Source: an optimization exercise on an open RTL-to-GDS flow (aim: small area, a short achievable clock period and few clock cycles per item). Production flows keep margins and buffers that such runs may drop. The RTL was checked by simulation tests, not by an equivalence proof against the original design. Power and IR drop assume default switching activity.

<file path="config.mk">
export PLATFORM = sky130hd
export DESIGN_NAME = cpu_top
export DESIGN_NICKNAME = cpu_top
export VERILOG_FILES = /design/flow/design.v
export SDC_FILE = /design/flow/constraint.sdc
export NUM_CORES = 4
export LEC_CHECK = 0
export CAP_MARGIN = 20
export CORE_MARGIN = 2
export CORE_UTILIZATION = 40
export SLEW_MARGIN = 20
</file>
<file path="run.sh">
#!/bin/bash
# synth_recipe.tcl (not shown) runs the flow's synth.tcl, then flattens the netlist and writes it again
# the make line also repeats each setting of config.mk as NAME=value (left out here)
make -C /OpenROAD-flow-scripts/flow DESIGN_CONFIG=/design/flow/config.mk WORK_HOME=/design/flow/orfs CLKGATE_MAP_FILE= SYNTH_SCRIPT=/design/flow/synth_recipe.tcl finish
</file>
<file path="design.v">
`default_nettype none
package cpu_pkg;
    typedef logic [32 - 1:0] word_t;
    typedef logic [$clog2(31 + 1) - 1:0] reg_index_t;  
    typedef logic [2 - 1:0] station_tag_t;
    typedef enum logic [3:0] {
        alu_add,
        alu_sub,
        alu_or,
        alu_and,
        alu_xor,
        alu_sll,
        alu_srl,
        alu_sra,
        alu_sltu,
        alu_slt
    } alu_op_t;
    typedef enum logic [1:0] {
        fetch_idle,     
        fetch_wait,
        fetch_held,
        fetch_discard   
    } fetch_state_t;
endpackage
`default_nettype wire
`timescale 1ns/1ns
`default_nettype none
module fetch_control (
    input  wire                 clock,
    input  wire                 reset,
    output logic                memory_enable,
    output cpu_pkg::word_t      memory_address,
    input  wire cpu_pkg::word_t memory_data_in,
    input  wire                 memory_ready,
    output logic                instruction_valid,
    output cpu_pkg::word_t      instruction,
    output cpu_pkg::word_t      instruction_pc,
    input  wire                 instruction_taken,
    input  wire                 redirect,
    input  wire cpu_pkg::word_t redirect_pc
);
    cpu_pkg::fetch_state_t state;
    cpu_pkg::word_t fetch_pc;  
    logic accept;
    assign instruction_valid = state == cpu_pkg::fetch_held;
    assign accept = state == cpu_pkg::fetch_wait && memory_ready && !redirect;
    always_ff @(posedge clock or posedge reset) begin
        if (reset) begin
            state <= cpu_pkg::fetch_idle;
            fetch_pc <= '0;
            memory_enable <= 1'b0;
            memory_address <= '0;
        end else begin
            case (state)
                cpu_pkg::fetch_idle: begin
                    memory_enable <= 1'b1;
                    memory_address <= fetch_pc;
                    state <= cpu_pkg::fetch_wait;
                end
                cpu_pkg::fetch_wait: begin
                    if (redirect) begin
                        fetch_pc <= redirect_pc;
                        if (memory_ready) begin
                            memory_address <= redirect_pc;  
                        end else begin
                            state <= cpu_pkg::fetch_discard;
                        end
                    end else if (memory_ready) begin
                        memory_enable <= 1'b0;
                        fetch_pc <= memory_address + cpu_pkg::word_t'(4);
                        state <= cpu_pkg::fetch_held;
                    end
                end
                cpu_pkg::fetch_held: begin
                    if (instruction_taken) begin
                        memory_enable <= 1'b1;
                        memory_address <= redirect ? redirect_pc : fetch_pc;
                        state <= cpu_pkg::fetch_wait;
                    end
                end
                cpu_pkg::fetch_discard: begin
                    if (memory_ready) begin
                        memory_address <= fetch_pc;  
                        state <= cpu_pkg::fetch_wait;
                    end
                end
            endcase
        end
    end
    always_ff @(posedge clock) begin
        if (accept) begin
            instruction <= memory_data_in;
            instruction_pc <= memory_address;
        end
    end
endmodule
`default_nettype wire
`timescale 1ns/1ns
`default_nettype none
module station_credits (
    input  wire  clock,
    input  wire  reset,
    input  wire  issue,
    input  wire  credit_return,
    output logic credit_available
);
    localparam int CREDIT_WIDTH = $clog2(4 + 1);
    logic [CREDIT_WIDTH - 1:0] credits;  
    assign credit_available = credits != '0;
    always_ff @(posedge clock or posedge reset) begin
        if (reset) begin
            credits <= CREDIT_WIDTH'(4);
        end else if (issue != credit_return) begin
            credits <= issue ? credits - 1'b1 : credits + 1'b1;
        end
    end
endmodule
`default_nettype wire
`timescale 1ns/1ns
`default_nettype none
module instruction_decode (
    input  wire                        instruction_valid,
    input  wire cpu_pkg::word_t        instruction,
    input  wire cpu_pkg::word_t        instruction_pc,
    output logic                       instruction_taken,
    input  wire                        credit_available,
    output logic                       issue,
    output cpu_pkg::alu_op_t           issue_op,
    output logic                       operand_ready_1,
    output cpu_pkg::word_t             operand_value_1,
    output cpu_pkg::station_tag_t      operand_tag_1,
    output logic                       operand_ready_2,
    output cpu_pkg::word_t             operand_value_2,
    output cpu_pkg::station_tag_t      operand_tag_2,
    output cpu_pkg::reg_index_t        read_index_1,
    output cpu_pkg::reg_index_t        read_index_2,
    input  wire                        read_ready_1,
    input  wire                        read_ready_2,
    input  wire cpu_pkg::word_t        read_value_1,
    input  wire cpu_pkg::word_t        read_value_2,
    input  wire cpu_pkg::station_tag_t read_tag_1,
    input  wire cpu_pkg::station_tag_t read_tag_2,
    input  wire                        destination_busy,
    output logic                       rename_valid,
    output cpu_pkg::reg_index_t        rename_index,
    output logic                       redirect,
    output cpu_pkg::word_t             redirect_pc,
    output logic                       link_valid,
    output cpu_pkg::reg_index_t        link_index,
    output cpu_pkg::word_t             link_value
);
    logic [6:0] opcode;
    logic [2:0] funct3;
    logic [6:0] funct7;
    cpu_pkg::reg_index_t destination;
    cpu_pkg::word_t immediate_i;
    cpu_pkg::word_t immediate_b;
    cpu_pkg::word_t immediate_j;
    logic is_op_imm;
    logic is_alu;
    logic is_branch;
    logic is_jal;
    logic branch_taken;
    logic branch_go;
    logic jal_go;
    assign opcode = instruction[6:0];
    assign funct3 = instruction[14:12];
    assign funct7 = instruction[31:25];
    assign destination = instruction[11:7];
    assign read_index_1 = instruction[19:15];
    assign read_index_2 = instruction[24:20];
    assign immediate_i = cpu_pkg::word_t'($signed(instruction[31:20]));
    assign immediate_b = cpu_pkg::word_t'($signed({instruction[31], instruction[7],
        instruction[30:25], instruction[11:8], 1'b0}));
    assign immediate_j = cpu_pkg::word_t'($signed({instruction[31], instruction[19:12],
        instruction[20], instruction[30:21], 1'b0}));
    assign is_op_imm = opcode == 7'b0010011;
    assign is_alu = is_op_imm || opcode == 7'b0110011;
    assign is_branch = opcode == 7'b1100011;
    assign is_jal = opcode == 7'b1101111;
    always_comb begin
        case (funct3)
            3'b000:  issue_op = (!is_op_imm && funct7[5]) ? cpu_pkg::alu_sub : cpu_pkg::alu_add;
            3'b001:  issue_op = cpu_pkg::alu_sll;
            3'b010:  issue_op = cpu_pkg::alu_slt;
            3'b011:  issue_op = cpu_pkg::alu_sltu;
            3'b100:  issue_op = cpu_pkg::alu_xor;
            3'b101:  issue_op = funct7[5] ? cpu_pkg::alu_sra : cpu_pkg::alu_srl;  
            3'b110:  issue_op = cpu_pkg::alu_or;
            default: issue_op = cpu_pkg::alu_and;
        endcase
    end
    always_comb begin
        case (funct3)
            3'b000:  branch_taken = read_value_1 == read_value_2;
            3'b001:  branch_taken = read_value_1 != read_value_2;
            3'b100:  branch_taken = $signed(read_value_1) < $signed(read_value_2);
            3'b101:  branch_taken = $signed(read_value_1) >= $signed(read_value_2);
            3'b110:  branch_taken = read_value_1 < read_value_2;
            3'b111:  branch_taken = read_value_1 >= read_value_2;
            default: branch_taken = 1'b0;
        endcase
    end
    assign operand_ready_1 = read_ready_1;
    assign operand_value_1 = read_value_1;
    assign operand_tag_1 = read_tag_1;
    assign operand_ready_2 = is_op_imm || read_ready_2;
    assign operand_value_2 = is_op_imm ? immediate_i : read_value_2;
    assign operand_tag_2 = read_tag_2;
    assign issue = instruction_valid && is_alu && credit_available;
    assign rename_valid = issue && destination != '0;
    assign rename_index = destination;
    assign branch_go = instruction_valid && is_branch && read_ready_1 && read_ready_2;
    assign jal_go = instruction_valid && is_jal && !destination_busy;
    assign redirect = (branch_go && branch_taken) || jal_go;
    assign redirect_pc = instruction_pc + (is_jal ? immediate_j : immediate_b);
    assign link_valid = jal_go && destination != '0;
    assign link_index = destination;
    assign link_value = instruction_pc + cpu_pkg::word_t'(4);
    assign instruction_taken = issue || branch_go || jal_go
        || (instruction_valid && !is_alu && !is_branch && !is_jal);  
endmodule
`default_nettype wire
`timescale 1ns/1ns
`default_nettype none
module register_tags (
    input  wire                        clock,
    input  wire                        reset,
    input  wire cpu_pkg::reg_index_t   read_index_1,
    input  wire cpu_pkg::reg_index_t   read_index_2,
    output logic                       read_ready_1,
    output logic                       read_ready_2,
    output cpu_pkg::word_t             read_value_1,
    output cpu_pkg::word_t             read_value_2,
    output cpu_pkg::station_tag_t      read_tag_1,
    output cpu_pkg::station_tag_t      read_tag_2,
    output logic                       destination_busy,
    input  wire                        rename_valid,
    input  wire cpu_pkg::reg_index_t   rename_index,
    input  wire cpu_pkg::station_tag_t issue_tag,
    input  wire                        link_valid,
    input  wire cpu_pkg::reg_index_t   link_index,
    input  wire cpu_pkg::word_t        link_value,
    input  wire                        result_valid,
    input  wire cpu_pkg::station_tag_t result_tag,
    input  wire cpu_pkg::word_t        result_value,
    output logic                       writeback_valid,
    output cpu_pkg::reg_index_t        writeback_register,
    output cpu_pkg::word_t             writeback_value
);
    logic busy [1:31];
    cpu_pkg::station_tag_t tags [1:31];
    cpu_pkg::word_t values [1:31];
    logic result_hit;
    cpu_pkg::reg_index_t result_index;
    function automatic logic [32 + 2:0] lookup(cpu_pkg::reg_index_t index);
        if (index == '0) begin
            lookup = {1'b1, {2{1'b0}}, {32{1'b0}}};
        end else if (busy[index] && !(result_valid && result_tag == tags[index])) begin
            lookup = {1'b0, tags[index], values[index]};
        end else begin
            lookup = {1'b1, tags[index], busy[index] ? result_value : values[index]};  
        end
    endfunction
    always_comb begin
        {read_ready_1, read_tag_1, read_value_1} = lookup(read_index_1);
        {read_ready_2, read_tag_2, read_value_2} = lookup(read_index_2);
    end
    assign destination_busy = result_valid || (rename_index != '0 && busy[rename_index]);
    always_comb begin
        result_hit = 1'b0;
        result_index = '0;
        for (int i = 1; i <= 31; i++) begin
            if (busy[i] && result_valid && tags[i] == result_tag) begin
                result_hit = 1'b1;
                result_index = cpu_pkg::reg_index_t'(i);
            end
        end
    end
    always_ff @(posedge clock or posedge reset) begin
        if (reset) begin
            for (int i = 1; i <= 31; i++) begin
                busy[i] <= 1'b0;
                tags[i] <= '0;
            end
            writeback_valid <= 1'b0;
        end else begin
            if (result_hit) begin
                busy[result_index] <= 1'b0;
            end
            if (rename_valid) begin
                busy[rename_index] <= 1'b1;  
                tags[rename_index] <= issue_tag;
            end
            writeback_valid <= result_hit || link_valid;
        end
    end
    always_ff @(posedge clock) begin
        if (result_hit) begin
            values[result_index] <= result_value;
        end
        if (link_valid) begin
            values[link_index] <= link_value;
        end
        writeback_register <= link_valid ? link_index : result_index;
        writeback_value <= link_valid ? link_value : result_value;
    end
endmodule
`default_nettype wire
`timescale 1ns/1ns
`default_nettype none
module station_pool (
    input  wire                        clock,
    input  wire                        reset,
    input  wire                        issue,
    input  wire cpu_pkg::alu_op_t      issue_op,
    input  wire                        operand_ready_1,
    input  wire cpu_pkg::word_t        operand_value_1,
    input  wire cpu_pkg::station_tag_t operand_tag_1,
    input  wire                        operand_ready_2,
    input  wire cpu_pkg::word_t        operand_value_2,
    input  wire cpu_pkg::station_tag_t operand_tag_2,
    output cpu_pkg::station_tag_t      issue_tag,
    output logic                       result_valid,
    output cpu_pkg::station_tag_t      result_tag,
    output cpu_pkg::word_t             result_value,
    output logic                       credit_return
);
    logic occupied [4];
    cpu_pkg::alu_op_t operation [4];
    logic ready_1 [4];
    logic ready_2 [4];
    cpu_pkg::station_tag_t tag_1 [4];
    cpu_pkg::station_tag_t tag_2 [4];
    cpu_pkg::word_t value_1 [4];
    cpu_pkg::word_t value_2 [4];
    logic capture_1 [4];
    logic capture_2 [4];
    function automatic cpu_pkg::word_t alu(cpu_pkg::alu_op_t op, cpu_pkg::word_t a, cpu_pkg::word_t b);
        case (op)
            cpu_pkg::alu_add:  alu = a + b;
            cpu_pkg::alu_sub:  alu = a - b;
            cpu_pkg::alu_or:   alu = a | b;
            cpu_pkg::alu_and:  alu = a & b;
            cpu_pkg::alu_xor:  alu = a ^ b;
            cpu_pkg::alu_sll:  alu = a << b[4:0];
            cpu_pkg::alu_srl:  alu = a >> b[4:0];
            cpu_pkg::alu_sra:  alu = cpu_pkg::word_t'($signed(a) >>> b[4:0]);
            cpu_pkg::alu_sltu: alu = cpu_pkg::word_t'(a < b);
            default:  alu = cpu_pkg::word_t'($signed(a) < $signed(b));
        endcase
    endfunction
    always_comb begin
        issue_tag = '0;
        result_valid = 1'b0;
        result_tag = '0;
        for (int i = 4 - 1; i >= 0; i--) begin
            if (!occupied[i]) begin
                issue_tag = cpu_pkg::station_tag_t'(i);
            end
            if (occupied[i] && ready_1[i] && ready_2[i]) begin
                result_valid = 1'b1;
                result_tag = cpu_pkg::station_tag_t'(i);
            end
        end
        for (int i = 0; i < 4; i++) begin
            capture_1[i] = occupied[i] && !ready_1[i] && result_valid_tag(tag_1[i]);
            capture_2[i] = occupied[i] && !ready_2[i] && result_valid_tag(tag_2[i]);
        end
        result_value = alu(operation[result_tag], value_1[result_tag], value_2[result_tag]);
    end
    function automatic logic result_valid_tag(cpu_pkg::station_tag_t tag);
        result_valid_tag = result_valid && tag == result_tag;
    endfunction
    assign credit_return = result_valid;
    always_ff @(posedge clock or posedge reset) begin
        if (reset) begin
            for (int i = 0; i < 4; i++) begin
                occupied[i] <= 1'b0;
                ready_1[i] <= 1'b0;
                ready_2[i] <= 1'b0;
            end
        end else begin
            for (int i = 0; i < 4; i++) begin
                if (capture_1[i]) begin
                    ready_1[i] <= 1'b1;
                end
                if (capture_2[i]) begin
                    ready_2[i] <= 1'b1;
                end
            end
            if (result_valid) begin
                occupied[result_tag] <= 1'b0;  
            end
            if (issue) begin
                occupied[issue_tag] <= 1'b1;
                ready_1[issue_tag] <= operand_ready_1;
                ready_2[issue_tag] <= operand_ready_2;
            end
        end
    end
    always_ff @(posedge clock) begin
        for (int i = 0; i < 4; i++) begin
            if (capture_1[i]) begin
                value_1[i] <= result_value;
            end
            if (capture_2[i]) begin
                value_2[i] <= result_value;
            end
        end
        if (issue) begin
            operation[issue_tag] <= issue_op;
            tag_1[issue_tag] <= operand_tag_1;
            tag_2[issue_tag] <= operand_tag_2;
            value_1[issue_tag] <= operand_value_1;
            value_2[issue_tag] <= operand_value_2;
        end
    end
endmodule
`default_nettype wire
`timescale 1ns/1ns
`default_nettype none
module cpu_top (
    input  wire                 clock,
    input  wire                 reset,
    output logic                memory_enable,
    output cpu_pkg::word_t      memory_address,
    input  wire cpu_pkg::word_t memory_data_in,
    input  wire                 memory_ready,
    output logic                writeback_valid,
    output cpu_pkg::reg_index_t writeback_register,
    output cpu_pkg::word_t      writeback_value
);
    logic instruction_valid;
    cpu_pkg::word_t instruction;
    cpu_pkg::word_t instruction_pc;
    logic instruction_taken;
    logic redirect;
    cpu_pkg::word_t redirect_pc;
    logic credit_available;
    logic issue;
    logic credit_return;
    cpu_pkg::alu_op_t issue_op;
    logic operand_ready_1;
    logic operand_ready_2;
    cpu_pkg::word_t operand_value_1;
    cpu_pkg::word_t operand_value_2;
    cpu_pkg::station_tag_t operand_tag_1;
    cpu_pkg::station_tag_t operand_tag_2;
    cpu_pkg::reg_index_t read_index_1;
    cpu_pkg::reg_index_t read_index_2;
    logic read_ready_1;
    logic read_ready_2;
    cpu_pkg::word_t read_value_1;
    cpu_pkg::word_t read_value_2;
    cpu_pkg::station_tag_t read_tag_1;
    cpu_pkg::station_tag_t read_tag_2;
    logic destination_busy;
    logic rename_valid;
    cpu_pkg::reg_index_t rename_index;
    cpu_pkg::station_tag_t issue_tag;
    logic link_valid;
    cpu_pkg::reg_index_t link_index;
    cpu_pkg::word_t link_value;
    logic result_valid;
    cpu_pkg::station_tag_t result_tag;
    cpu_pkg::word_t result_value;
    fetch_control fetch (.*);
    station_credits credits (.*);
    instruction_decode decode (.*);
    register_tags registers (.*);
    station_pool pool (.*);
endmodule
`default_nettype wire
</file>
<file path="constraint.sdc">
create_clock -name core_clock -period 11.0 [get_ports {clock}]
set_input_delay 2.2000 -clock core_clock [delete_from_list [all_inputs] [get_ports {clock}]]
set_output_delay 2.2000 -clock core_clock [all_outputs]
set_load 0.01 [all_outputs]
</file>
==> notes.md <==
worst paths after layout:
kind                               startpoint                       end  slack, ns  cells after the start
min reg2reg                credits.credits[2]        credits.credits[2]       0.50                      1
max                          pool.occupied[2]  fetch.memory_address[22]       0.60                     28
max reg2reg                  pool.occupied[2]  fetch.memory_address[22]       0.60                     28
min                        credits.credits[2]        credits.credits[2]       0.50                      1
min in group asynchronous               reset        registers.busy[17]       1.83                      2
max in group asynchronous               reset   fetch.memory_address[6]       7.70                      3
critical path: cells and delay by family (launching register included):
| family | cells | cell delay, ns |
|---|---|---|
| multiplexers | 1 | 0.38 |
| AND/OR/NAND/NOR | 5 | 1.92 |
| buffers and inverters | 3 | 0.99 |
| adder cells (fa/ha/maj) | 2 | 1.01 |
| flip-flops | 1 | 0.46 |
| AO/OA/AOI/OAI | 17 | 5.50 |
final cells by class:
class	instances	share of cell area [%]
antenna	9	0.0215
clock buffer	212	4.20
sequential	1567	43.6
inverter	215	0.779
multi-input combinational	5130	43.0
tap	3132	3.73
clock inverter	91	1.28
timing repair buffer	415	3.45
registers in the layout, indices dropped and copies added (netlist names), 4 cells and up, named ones only:
name,flops
registers.busy,31
pool.value_1,128
fetch.instruction,32
fetch.instruction_pc,32
registers.writeback_register,5
pool.ready_2,4
pool.ready_1,4
pool.value_2,128
pool.tag_1,8
registers.values,992
registers.writeback_value,32
pool.tag_2,8
pool.operation,16
registers.tags,62
pool.occupied,4
fetch.memory_address,32
fetch.fetch_pc,32
cell families (layout without fill, tap and decap cells):
kind of cell / Yosys count / after routing / share of synthesized area, %
AO/OA/AOI/OAI: 2034 / 2034 / 15.5
XOR/XNOR: 103 / 103 / 0.959
adder cells (fa/ha/maj): 169 / 169 / 2.28
buffers and inverters: 838 / 933 / 4.05
flip-flops: 1567 / 1567 / 48.6
multiplexers: 1126 / 1126 / 19.8
other: 0 / 9 / 0
AND/OR/NAND/NOR: 1698 / 1698 / 8.75
through the flow:
stage	setup WS (ns)	utilization, %	instances	hold slack (ns)
after global placement	0.997	42.5	10500	0.468
after CTS	0.921	45.0	10800	0.500
final	0.604	45.0	10800	0.500
after global routing	0.232	45.0	10800	0.516
after floorplan	1.17	-	7535	0.455
after detailed placement	0.958	42.5	10500	0.488
per-layer routing:
layer  up-vias  GRT usage, %  routed length, µm  part of all wire, %
met5         -             0                 93                0.023
met4        14          18.5              27100                  6.8
met3      1041          8.26              42600                   11
met2      4846          50.4             179000                   45
met1     37600          42.3             151000                   38
li1      30100             -                  -                    -
power groups by stage:
stage / sequential, W / combinational, W / clock [W]
global placement: 0.00724 / 0.00613 / 0
detailed placement: 0.00724 / 0.00618 / 0
CTS: 0.00712 / 0.00620 / 0.00603
global route: 0.00715 / 0.00665 / 0.00625
floorplan: 0.00691 / 0.00423 / 0
finish: 0.00712 / 0.00631 / 0.00597
cell usage after synthesis (all sizes together) (66+ instances only):
cell type / number
o211ai: 85
dfrtp: 175
a21oi: 425
mux2: 88
inv: 211
ha: 165
nand2: 442
o21ai: 322
o22ai: 189
a31oi: 68
a211oi: 135
nor2: 527
xnor2: 66
buf: 321
edfxtp: 1344
nor3: 139
mux4: 576
mux2i: 462
clkbuf: 302
a21o: 92
nor2b: 68
nand3: 146
==> flow_summary.json <==
{
  "outcome": "complete, no violations",
  "switching_share_pct": 34.3,
  "synthArstFlopShare_pct": 11.2,
  "synth-seq-cells": 1567,
  "final-seq-area_um2": 45700,
  "final_cell_mix": "1344 x edfxtp_1, 576 x mux4_2, 500 x nor2_1",
  "synth_cell_type_count": 138,
  "final_common_cell": "edfxtp_1",
  "yosysTopAreaCell": "edfxtp_1",
  "gp_congestion": 1.04,
  "holdBufCountCts": 0,
  "tritoncts": "yes",
  "post_cts_resized": 0,
  "die_x_um": 489,
  "drive_gt1_share_pct": 19.6,
  "drtIter0Drc": 10800,
  "min_period_over_period_pct": 94.5,
  "cp-start-kind": "register",
  "p_int_w": 0.0127,
  "clk_path_buf_depth": 3,
  "rows": 177,
  "post-cts-setup-buffers": 0,
  "fillerInstances": 20800,
  "ant_nets": 0,
  "finalWirelength_mm": 400,
  "p_per_area_nw_per_um2": 185,
  "fmax_mhz": 96.2,
  "syn_to_final_growth_pct": 11.6,
  "required_ns": 11.72,
  "vias": 73600,
  "nets": 7695,
  "min_path_type": "reg -> reg",
  "numCtsBuffers": 162,
  "multiInputGateArea_um2": 45100,
  "report.final.setup_viol": 0,
  "synth_nets": 7739,
  "hold_violations": 0,
  "root_buffer": "clkbuf_16",
  "crit_path_end_kind": "register",
  "synth-main-ff-cell": "edfxtp_1",
  "critPathMaxStageDelay_ns": 0.82,
  "seq_power_share_pct": 36.7,
  "io_pins": 106,
  "grt_pass1_wl_mm": 556,
  "crit_top_cell": "a21o_1",
  "cpMaxStageDelayCell": "a21oi_4",
  "ys_seq_area_share_pct": 48.6,
  "dr.pass1.iters": 8,
  "synth_area_um2": 94000,
  "dieArea_um2": 239000,
  "start_util_pct": 40.3,
  "clock_sinks": 1567,
  "htreeDepth": 4,
  "clk_latency_ns": 0.86,
  "port_buffers": 105,
  "clkTransAtPathRegs_ns": 0.06,
  "skew_ns": 0.0533,
  "irDropWorstVdd_mv": 0.183,
  "slew-limit-headroom_pct": 12.9,
  "slew_viol_final": 0,
  "path_max_fanout": 58,
  "synth_top_area_share_pct": 42.9,
  "dieHeight_um": 489,
  "dpl_cell_area_um2": 99200,
  "synth-edff-count": 1344,
  "fin_area_um2": 105000,
  "grt-ovfl-total": 0,
  "antenna_found_initial": 18,
  "via_per_inst": 6.83,
  "synth_area_leaders": "edfxtp_1 43%, mux4_2 14%, mux2i_1 4.9%",
  "syn_inst": 7535,
  "cap_violations": 0,
  "p_switching_w": 0.00666,
  "synth_area_per_cell_um2": 12.5,
  "rsz0062_at_grt": "no",
  "dp_hpwl_mm": 268,
  "p_clk_share_pct": 30.8,
  "path_class": "reg -> reg",
  "layout_min_cycle_time_ns": 10.40,
  "grt_pass1_vias": 70400,
  "grt_max_degree": 99,
  "setup_tns_ns": 0,
  "crit_arrival_ns": 11.12,
  "post-layout-total-power_w": 0.0194,
  "combPwrFrac_pct": 32.5,
  "drc": 0,
  "core_area_um2": 233000,
  "power_leakage_nw": 36.0,
  "worst_pin_slew_ns": 1.27,
  "grt.total_usage_pct": 32.8,
  "routedWlPerCell_um": 37.1,
  "yosysWarnings": 12
}
Testbench counts, summed over its fixed seeds: cycles 89,010, instructions 30,937.

[re-timing with driven ports]
The flow's constraints put no driver on any port. The routed layout listed below was extracted and timed again, unchanged, in two steps. Step 1, drivers: a clkbuf_16 drives clock and a buf_2 each remaining input, both assumed. Step 2 adds t to the input delays and takes it off the output delays; t is the mean of the earliest and latest rising clock arrival at the registers after step 1. Input paths then give back, and output paths get back, about the clock's delay inside the block. a / b / c = no drivers / after step 1 / after step 2; a / b = the first two.
shift t [ns]: 0.914
setup slack, ns: 0.604 / 0.604 / 0.604
hold WS [ns]: 0.500 / 0.500 / 0.500
After both steps setup and hold are still met in this run. For this run, drivers alone change the setup slack by 0.000 ns; drivers and shift together by 0.000 ns.
